This design comes from an exercise in tuning for a short achievable clock period and few clock cycles per item on the open sky130 flow, not from production work. In this exercise RTL edits were held to simulation tests only and were not proved equivalent to the original. No driver is modelled on the clock port, so clock power and skew are understated where the tree is cut down; a real chip needs a root buffer or a tree. Power and IR drop assume default switching activity.

==> inputs of indigo <==
==> flow/design.v (excerpt) <==
module min_buffer_queue_counter #(
  parameter int MAX_QUEUES = mbqc_pkg::DEF_MAX_QUEUES
) (
  input  logic                             clk,
  input  logic                             rst_n,
  input  logic                             in_tvalid,
  output logic                             in_tready,
  input  logic [mbqc_pkg::IN_TDATA_W-1:0]  in_tdata,    
  input  logic                             in_tlast,    
  output logic                             out_tvalid,
  input  logic                             out_tready,
  output logic [mbqc_pkg::OUT_TDATA_W-1:0] out_tdata,   
  output logic                             out_tuser    
);
export LEC_CHECK = 0
export ABC_CLOCK_PERIOD_IN_PS = 2000
export CAP_MARGIN = 20
export CORE_MARGIN = 2
export CORE_UTILIZATION = 60
export SETUP_SLACK_MARGIN = 4.5
export SLEW_MARGIN = 20
create_clock -name core_clock -period 6.5 [get_ports {clk}]
standard.sh (not shown) runs the stock make flow with config.mk's settings and CLKGATE_MAP_FILE= SYNTH_SCRIPT=/design/flow/synth_recipe.tcl, a recipe that flattens the netlist after the stock synthesis.
==> flow/flow/run.sh <==
#!/bin/bash
# The standard layout (standard.sh), except for the clock tree: flow/mktree.tcl, sourced by
# ORFS's CTS step as its PRE_CTS_TCL hook, builds a balanced two-level tree of clkbuf_16 in
# place of TritonCTS's three-level tree: the clock port drives four quadrant buffers, each
# drives sixteen leaf buffers (one for each strip of its quadrant), each drives the
# flip-flops of its strip. It also moves the flip-flops that drive output ports next to their
# port buffers.
set -euo pipefail
export PRE_CTS_TCL="$PWD/flow/mktree.tcl"
bash standard.sh > flow_make.log 2>&1
==> flow/flow/mktree.tcl <==
# Manual two-level clock tree: the clock port drives four quadrant buffers, each drives the
# leaf buffers of its quadrant, each leaf buffer drives a cluster of nearby flip-flop clock pins.
# Expects the design loaded and placed; mt_build splits the sinks into four quadrants, each into
# leaf_cols x leaf_rows clusters of about equal size.
proc mt_centroid {pts} {
  set sx 0; set sy 0; set n 0
  foreach p $pts { set sx [expr {$sx + [lindex $p 1]}]; set sy [expr {$sy + [lindex $p 2]}]; incr n }
  return [list [expr {$sx / $n}] [expr {$sy / $n}]]
}
# split a list of {obj x y} into k nearly equal groups along coordinate idx (1=x, 2=y)
proc mt_split {pts k idx} {
  set s [lsort -real -index $idx $pts]
  set n [llength $s]
  set out {}
  for {set i 0} {$i < $k} {incr i} {
    set a [expr {($n * $i) / $k}]
    set b [expr {($n * ($i + 1)) / $k - 1}]
    lappend out [lrange $s $a $b]
  }
  return $out
}
proc mt_build {clk_port_net leaf_cols leaf_rows buf_cell} {
  set block [ord::get_db_block]
  set db [ord::get_db]
  set master [$db findMaster $buf_cell]
  set net [$block findNet $clk_port_net]
  set pts {}
  foreach it [$net getITerms] {
    set inst [$it getInst]
    set bb [$inst getBBox]
    set x [expr {([$bb xMin] + [$bb xMax]) / 2}]
    set y [expr {([$bb yMin] + [$bb yMax]) / 2}]
    lappend pts [list $it $x $y]
  }
  puts "mktree: [llength $pts] sinks"
  set quads {}
  foreach half [mt_split $pts 2 1] {
    foreach q [mt_split $half 2 2] { lappend quads $q }
  }
  set qi 0
  set nleaf 0
  foreach q $quads {
    set leaves {}
    foreach col [mt_split $q $leaf_cols 1] {
      foreach grp [mt_split $col $leaf_rows 2] {
        lassign [mt_centroid $grp] cx cy
        set name "clkbuf_m_leaf_${qi}_[llength $leaves]"
        set inst [odb::dbInst_create $block $master $name]
        set lnet [odb::dbNet_create $block "clknet_m_leaf_${qi}_[llength $leaves]"]
        $lnet setSigType CLOCK
        foreach p $grp {
          set it [lindex $p 0]
          $it disconnect
          $it connect $lnet
        }
        [$inst findITerm X] connect $lnet
        set w [[$inst getMaster] getWidth]
        set h [[$inst getMaster] getHeight]
        $inst setLocation [expr {int($cx - $w / 2)}] [expr {int($cy - $h / 2)}]
        $inst setPlacementStatus PLACED
        lappend leaves [list $inst $cx $cy]
        incr nleaf
      }
    }
    lassign [mt_centroid $leaves] qx qy
    set qinst [odb::dbInst_create $block $master "clkbuf_m_root_${qi}"]
    set qnet [odb::dbNet_create $block "clknet_m_root_${qi}"]
    $qnet setSigType CLOCK
    foreach l $leaves { [[lindex $l 0] findITerm A] connect $qnet }
    [$qinst findITerm X] connect $qnet
    [$qinst findITerm A] connect $net
    set w [[$qinst getMaster] getWidth]
    set h [[$qinst getMaster] getHeight]
    $qinst setLocation [expr {int($qx - $w / 2)}] [expr {int($qy - $h / 2)}]
    $qinst setPlacementStatus PLACED
    incr qi
  }
  puts "mktree: $qi root buffers, $nleaf leaf buffers"
}

# Move each flip-flop that drives an output port's buffer next to that buffer, so the wire it
# drives is short; the detailed placement after the tree is built makes the placement legal.
proc mt_pull_output_flops {} {
  set block [ord::get_db_block]
  foreach bt [$block getBTerms] {
    if {[$bt getIoType] ne "OUTPUT"} continue
    set net [$bt getNet]
    if {$net eq "NULL"} continue
    foreach it [$net getITerms] {
      if {![$it isOutputSignal]} continue
      set buf [$it getInst]
      set a [$buf findITerm A]
      if {$a eq "NULL" || $a eq ""} continue
      set anet [$a getNet]
      if {$anet eq "NULL"} continue
      foreach it2 [$anet getITerms] {
        if {![$it2 isOutputSignal]} continue
        set ff [$it2 getInst]
        if {![string match "*df*" [[$ff getMaster] getName]]} continue
        lassign [$buf getLocation] bx by
        set w [[$ff getMaster] getWidth]
        set die [$block getDieArea]
        set x [expr {$bx - $w}]
        if {$x < [$die xMin] + 10000} { set x [expr {$bx + [[$buf getMaster] getWidth]}] }
        puts "mktree: [$ff getName] moved next to [$buf getName]"
        $ff setLocation $x $by
        $ff setPlacementStatus PLACED
      }
    }
  }
}

# Used as PRE_CTS_TCL: ORFS's cts.tcl then calls this in place of TritonCTS, and goes on as
# usual (detailed placement, timing repair) with the tree built here.
proc clock_tree_synthesis { args } {
  mt_pull_output_flops
  mt_build clk 1 16 sky130_fd_sc_hd__clkbuf_16
  set_propagated_clock [all_clocks]
}
==> inputs of lagoon, as changes to indigo <==
==> flow/design.v (replaced) <==
package mbqc_pkg;
  localparam int DEF_MAX_QUEUES = 64;
  localparam int TRAIN_W     = 16;
  localparam int QIDX_W      = 6;
  localparam int QUSED_W     = 7;
  localparam int IN_TDATA_W  = 16;
  localparam int OUT_TDATA_W = 16;
  localparam int OUT_PAD_W   = OUT_TDATA_W - QIDX_W - QUSED_W;
  localparam int QIDX_LSB  = 0;
  localparam int QUSED_LSB = QIDX_W;
  localparam int RES_W = 1 + QUSED_W + QIDX_W;
endpackage
module mbqc_ctrl (
  input  logic                             clk,
  input  logic                             rst_n,
  input  logic                             in_tvalid,
  output logic                             in_tready,
  input  logic [mbqc_pkg::IN_TDATA_W-1:0]  in_tdata,
  input  logic                             in_tlast,
  output logic                             item_valid,
  output logic [mbqc_pkg::TRAIN_W-1:0]     item_num,
  output logic                             item_last,
  input  logic                             res_valid,
  input  logic [mbqc_pkg::RES_W-1:0]       res,
  output logic                             out_valid,
  input  logic                             out_tready,
  output logic [mbqc_pkg::RES_W-1:0]       out_res
);
  localparam int DEPTH = 8;
  localparam int PW    = 3;
  logic                         ready_r;
  logic                         item_valid_r;
  logic [mbqc_pkg::TRAIN_W-1:0] item_num_r;
  logic                         item_last_r;
  logic [mbqc_pkg::RES_W-1:0]   slot_r [DEPTH];
  logic [PW:0]                  rd_r;
  logic [PW:0]                  wr_r;
  logic [PW:0]                  occ_r;              
  logic                         out_valid_r;
  logic [mbqc_pkg::RES_W-1:0]   out_res_r;
  logic [PW:0]                  count;
  logic                         take;
  logic                         pop;
  logic [PW-1:0]                rd_nxt;
  logic [mbqc_pkg::RES_W-1:0]   head_hold;
  logic [mbqc_pkg::RES_W-1:0]   head_pop;
  logic                         valid_hold;
  logic                         valid_pop;
  always_comb begin
    count      = wr_r - rd_r;
    take       = rst_n && in_tvalid && ready_r;
    pop        = out_valid_r && out_tready;
    rd_nxt     = rd_r[PW-1:0] + PW'(1);
    head_hold  = (count != '0) ? slot_r[rd_r[PW-1:0]] : res;
    valid_hold = (count != '0) || res_valid;
    head_pop   = (count > (PW+1)'(1)) ? slot_r[rd_nxt] : res;
    valid_pop  = (count > (PW+1)'(1)) || res_valid;
  end
  always_ff @(posedge clk) begin
    item_num_r  <= in_tdata[mbqc_pkg::TRAIN_W-1:0];
    item_last_r <= in_tlast;
    if (res_valid) begin
      slot_r[wr_r[PW-1:0]] <= res;
    end
    out_res_r <= pop ? head_pop : head_hold;
    if (!rst_n) begin
      ready_r      <= 1'b1;
      item_valid_r <= 1'b0;
      rd_r         <= '0;
      wr_r         <= '0;
      occ_r        <= '0;
      out_valid_r  <= 1'b0;
    end else begin
      item_valid_r <= take;
      if (res_valid) wr_r <= wr_r + (PW+1)'(1);
      if (pop) rd_r <= rd_r + (PW+1)'(1);
      out_valid_r  <= pop ? valid_pop : valid_hold;
      occ_r        <= occ_r + (PW+1)'(take) - (PW+1)'(pop);
      ready_r      <= occ_r <= (PW+1)'(DEPTH - 2);
    end
  end
  assign in_tready  = ready_r;
  assign item_valid = item_valid_r;
  assign item_num   = item_num_r;
  assign item_last  = item_last_r;
  assign out_valid  = out_valid_r;
  assign out_res    = out_res_r;
endmodule
module mbqc_dp #(
  parameter int MAX_QUEUES = mbqc_pkg::DEF_MAX_QUEUES
) (
  input  logic                               clk,
  input  logic                               rst_n,
  input  logic                               item_valid,
  input  logic [mbqc_pkg::TRAIN_W-1:0]       item_num,
  input  logic                               item_last,
  output logic                               res_valid,
  output logic [mbqc_pkg::RES_W-1:0]         res
);
  localparam int NQ = MAX_QUEUES;
  localparam int HW = mbqc_pkg::TRAIN_W / 2;
  logic [mbqc_pkg::TRAIN_W-1:0] tail_r [NQ];
  logic [NQ-1:0]                used_r;     
  logic                         clr_r;      
  logic                         p_valid_r;
  logic [mbqc_pkg::TRAIN_W-1:0] p_num_r;
  logic                         p_last_r;
  logic [NQ-1:0]                hgt_r;      
  logic [NQ-1:0]                heq_r;      
  logic [NQ-1:0]                lgt_r;      
  logic                         gt1_r;      
  logic                         gt2_r;      
  logic                         r_valid_r;
  logic [NQ-1:0]                wr_r;       
  logic [NQ-1:0]                wr2_r;      
  logic [mbqc_pkg::TRAIN_W-1:0] w_num_r;    
  logic                         res_valid_r;
  logic [mbqc_pkg::RES_W-1:0]   res_r;
  logic [NQ-1:0] hgt_c;
  logic [NQ-1:0] heq_c;
  logic [NQ-1:0] lgt_c;
  logic [NQ-1:0] in_use;     
  logic [NQ-1:0] above;      
  logic [NQ-1:0] prev_abv;   
  logic [NQ-1:0] wr;         
  logic [NQ-1:0] used_nxt;   
  function automatic logic [6:0] therm_count(input logic [NQ-1:0] t);
    logic [6:0] c;
    for (int k = 0; k < 7; k++) begin
      c[k] = 1'b0;
      for (int i = 0; (2 * i + 1) * (1 << k) <= NQ; i++) begin
        if ((2 * i + 2) * (1 << k) <= NQ)
          c[k] = c[k] | (t[(2 * i + 1) * (1 << k) - 1] & ~t[(2 * i + 2) * (1 << k) - 1]);
        else
          c[k] = c[k] | t[(2 * i + 1) * (1 << k) - 1];
      end
    end
    therm_count = c;
  endfunction
  function automatic logic [5:0] onehot_index(input logic [NQ-1:0] h);
    logic [5:0] x;
    x = '0;
    for (int j = 0; j < NQ; j++) begin
      x = x | (h[j] ? 6'(j) : 6'd0);
    end
    onehot_index = x;
  endfunction
  always_comb begin
    for (int j = 0; j < NQ; j++) begin
      hgt_c[j] = tail_r[j][mbqc_pkg::TRAIN_W-1:HW] > item_num[mbqc_pkg::TRAIN_W-1:HW];
      heq_c[j] = tail_r[j][mbqc_pkg::TRAIN_W-1:HW] == item_num[mbqc_pkg::TRAIN_W-1:HW];
      lgt_c[j] = tail_r[j][HW-1:0] > item_num[HW-1:0];
    end
    in_use = clr_r ? '0 : used_r;
    for (int j = 0; j < NQ; j++) begin
      above[j] = in_use[j] && (wr_r[j]  ? gt1_r :
                               wr2_r[j] ? gt2_r :
                                          (hgt_r[j] || (heq_r[j] && lgt_r[j])));
    end
    prev_abv = {above[NQ-2:0], 1'b1};
    wr       = prev_abv & ~above & {NQ{p_valid_r}};
    used_nxt = in_use | prev_abv;
  end
  always_ff @(posedge clk) begin
    p_num_r  <= item_num;
    p_last_r <= item_last;
    hgt_r    <= hgt_c;
    heq_r    <= heq_c;
    lgt_r    <= lgt_c;
    gt1_r    <= p_num_r > item_num;
    gt2_r    <= w_num_r > item_num;
    wr_r     <= wr;
    wr2_r    <= wr_r;
    w_num_r  <= p_num_r;
    for (int j = 0; j < NQ; j++) begin
      if (wr_r[j]) tail_r[j] <= w_num_r;
    end
    if (p_valid_r) begin
      used_r <= used_nxt;
    end
    res_r <= {~|wr_r, therm_count(used_r), onehot_index(wr_r)};
    if (!rst_n) begin
      p_valid_r   <= 1'b0;
      r_valid_r   <= 1'b0;
      res_valid_r <= 1'b0;
      clr_r       <= 1'b1;
    end else begin
      p_valid_r   <= item_valid;
      r_valid_r   <= p_valid_r;
      res_valid_r <= r_valid_r;
      if (p_valid_r) clr_r <= p_last_r;
    end
  end
  assign res       = res_r;
  assign res_valid = res_valid_r;
endmodule
module min_buffer_queue_counter #(
  parameter int MAX_QUEUES = mbqc_pkg::DEF_MAX_QUEUES
) (
  input  logic                             clk,
  input  logic                             rst_n,
  input  logic                             in_tvalid,
  output logic                             in_tready,
  input  logic [mbqc_pkg::IN_TDATA_W-1:0]  in_tdata,    
  input  logic                             in_tlast,    
  output logic                             out_tvalid,
  input  logic                             out_tready,
  output logic [mbqc_pkg::OUT_TDATA_W-1:0] out_tdata,   
  output logic                             out_tuser    
);
  logic                         item_valid;
  logic [mbqc_pkg::TRAIN_W-1:0] item_num;
  logic                         item_last;
  logic                         res_valid;
  logic [mbqc_pkg::RES_W-1:0]   res;
  logic [mbqc_pkg::RES_W-1:0]   out_res;
  mbqc_ctrl u_ctrl (
    .clk        (clk),
    .rst_n      (rst_n),
    .in_tvalid  (in_tvalid),
    .in_tready  (in_tready),
    .in_tdata   (in_tdata),
    .in_tlast   (in_tlast),
    .item_valid (item_valid),
    .item_num   (item_num),
    .item_last  (item_last),
    .res_valid  (res_valid),
    .res        (res),
    .out_valid  (out_tvalid),
    .out_tready (out_tready),
    .out_res    (out_res)
  );
  mbqc_dp #(
    .MAX_QUEUES (MAX_QUEUES)
  ) u_dp (
    .clk        (clk),
    .rst_n      (rst_n),
    .item_valid (item_valid),
    .item_num   (item_num),
    .item_last  (item_last),
    .res_valid  (res_valid),
    .res        (res)
  );
  assign out_tdata = {{mbqc_pkg::OUT_PAD_W{1'b0}},
                      out_res[mbqc_pkg::QUSED_W+mbqc_pkg::QIDX_W-1:0]};
  assign out_tuser = out_res[mbqc_pkg::RES_W-1];
endmodule
==> flow/flow/run.sh (replaced) <==
#!/bin/bash
# The standard layout (standard.sh), except for the clock tree: flow/mktree.tcl, sourced by
# ORFS's CTS step as its PRE_CTS_TCL hook, builds a balanced two-level tree of clkbuf_16 (the
# clock port drives four quadrant buffers, each drives eighteen leaf buffers, each drives a
# cluster of nearby flip-flops) in place of TritonCTS's three-level tree.
set -euo pipefail
export PRE_CTS_TCL="$PWD/flow/mktree.tcl"
bash standard.sh > flow_make.log 2>&1
--- a/flow/flow/mktree.tcl
+++ b/flow/flow/mktree.tcl
@@ -74,46 +74,13 @@
     $qinst setLocation [expr {int($qx - $w / 2)}] [expr {int($qy - $h / 2)}]
     $qinst setPlacementStatus PLACED
     incr qi
   }
   puts "mktree: $qi root buffers, $nleaf leaf buffers"
 }
 
-# Move each flip-flop that drives an output port's buffer next to that buffer, so the wire it
-# drives is short; the detailed placement after the tree is built makes the placement legal.
-proc mt_pull_output_flops {} {
-  set block [ord::get_db_block]
-  foreach bt [$block getBTerms] {
-    if {[$bt getIoType] ne "OUTPUT"} continue
-    set net [$bt getNet]
-    if {$net eq "NULL"} continue
-    foreach it [$net getITerms] {
-      if {![$it isOutputSignal]} continue
-      set buf [$it getInst]
-      set a [$buf findITerm A]
-      if {$a eq "NULL" || $a eq ""} continue
-      set anet [$a getNet]
-      if {$anet eq "NULL"} continue
-      foreach it2 [$anet getITerms] {
-        if {![$it2 isOutputSignal]} continue
-        set ff [$it2 getInst]
-        if {![string match "*df*" [[$ff getMaster] getName]]} continue
-        lassign [$buf getLocation] bx by
-        set w [[$ff getMaster] getWidth]
-        set die [$block getDieArea]
-        set x [expr {$bx - $w}]
-        if {$x < [$die xMin] + 10000} { set x [expr {$bx + [[$buf getMaster] getWidth]}] }
-        puts "mktree: [$ff getName] moved next to [$buf getName]"
-        $ff setLocation $x $by
-        $ff setPlacementStatus PLACED
-      }
-    }
-  }
-}
-
 # Used as PRE_CTS_TCL: ORFS's cts.tcl then calls this in place of TritonCTS, and goes on as
 # usual (detailed placement, timing repair) with the tree built here.
 proc clock_tree_synthesis { args } {
-  mt_pull_output_flops
-  mt_build clk 1 16 sky130_fd_sc_hd__clkbuf_16
+  mt_build clk 3 6 sky130_fd_sc_hd__clkbuf_16
   set_propagated_clock [all_clocks]
 }
==> notes <==
In lagoon the design area is larger than in indigo, by about 8%. Of lagoon and indigo, lagoon has the higher synthesized area (gap about 2%, measured against indigo). Against indigo, the cell count of lagoon is higher by 8.7%. Power: indigo is smaller than lagoon (5.3%). indigo produced a clean layout. lagoon completed without violations. Of indigo and lagoon, lagoon has the higher first-iteration DRC count (gap about 10%, measured against lagoon).
Testbench counts of indigo, summed over its fixed seeds: cycles 12,040, items 12,000.
Testbench counts of lagoon, summed over its fixed seeds: cycles 12,040, items 12,000.
No run of this note takes its clock network from TritonCTS; it comes from the design's own scripts or RTL.

separate check: timing with driven ports:
No port has a modelled driver above. Below, the same layouts with a new extraction and two added sets of constraints.
Step 1: set_driving_cell puts a clkbuf_16 on clk and a buf_2 on each other input, an assumption about the parent block.
Step 2 moves the port delays by t, midway between the first and last clock arrival at a register: inputs arrive t later, outputs are due t later. That takes back most of the time a late clock gives input paths.
a / b / c = no drivers / after step 1 / after step 2; a / b = the first two.
run	t (ns)	setup WS [ns]	hold WS [ns]	worst setup path at the end	pins driven straight from the clock port
indigo	0.620	4.188 / 4.107 / 3.494	0.355 / 0.355 / 0.355	input to register	4
lagoon	0.701	4.196 / 4.015 / 3.838	0.352 / 0.352 / 0.352	input to register	4
After both steps every run listed still meets setup and hold. The setup slack of indigo, which loses most, moves by -0.081 ns with the drivers and by -0.694 ns with both steps.
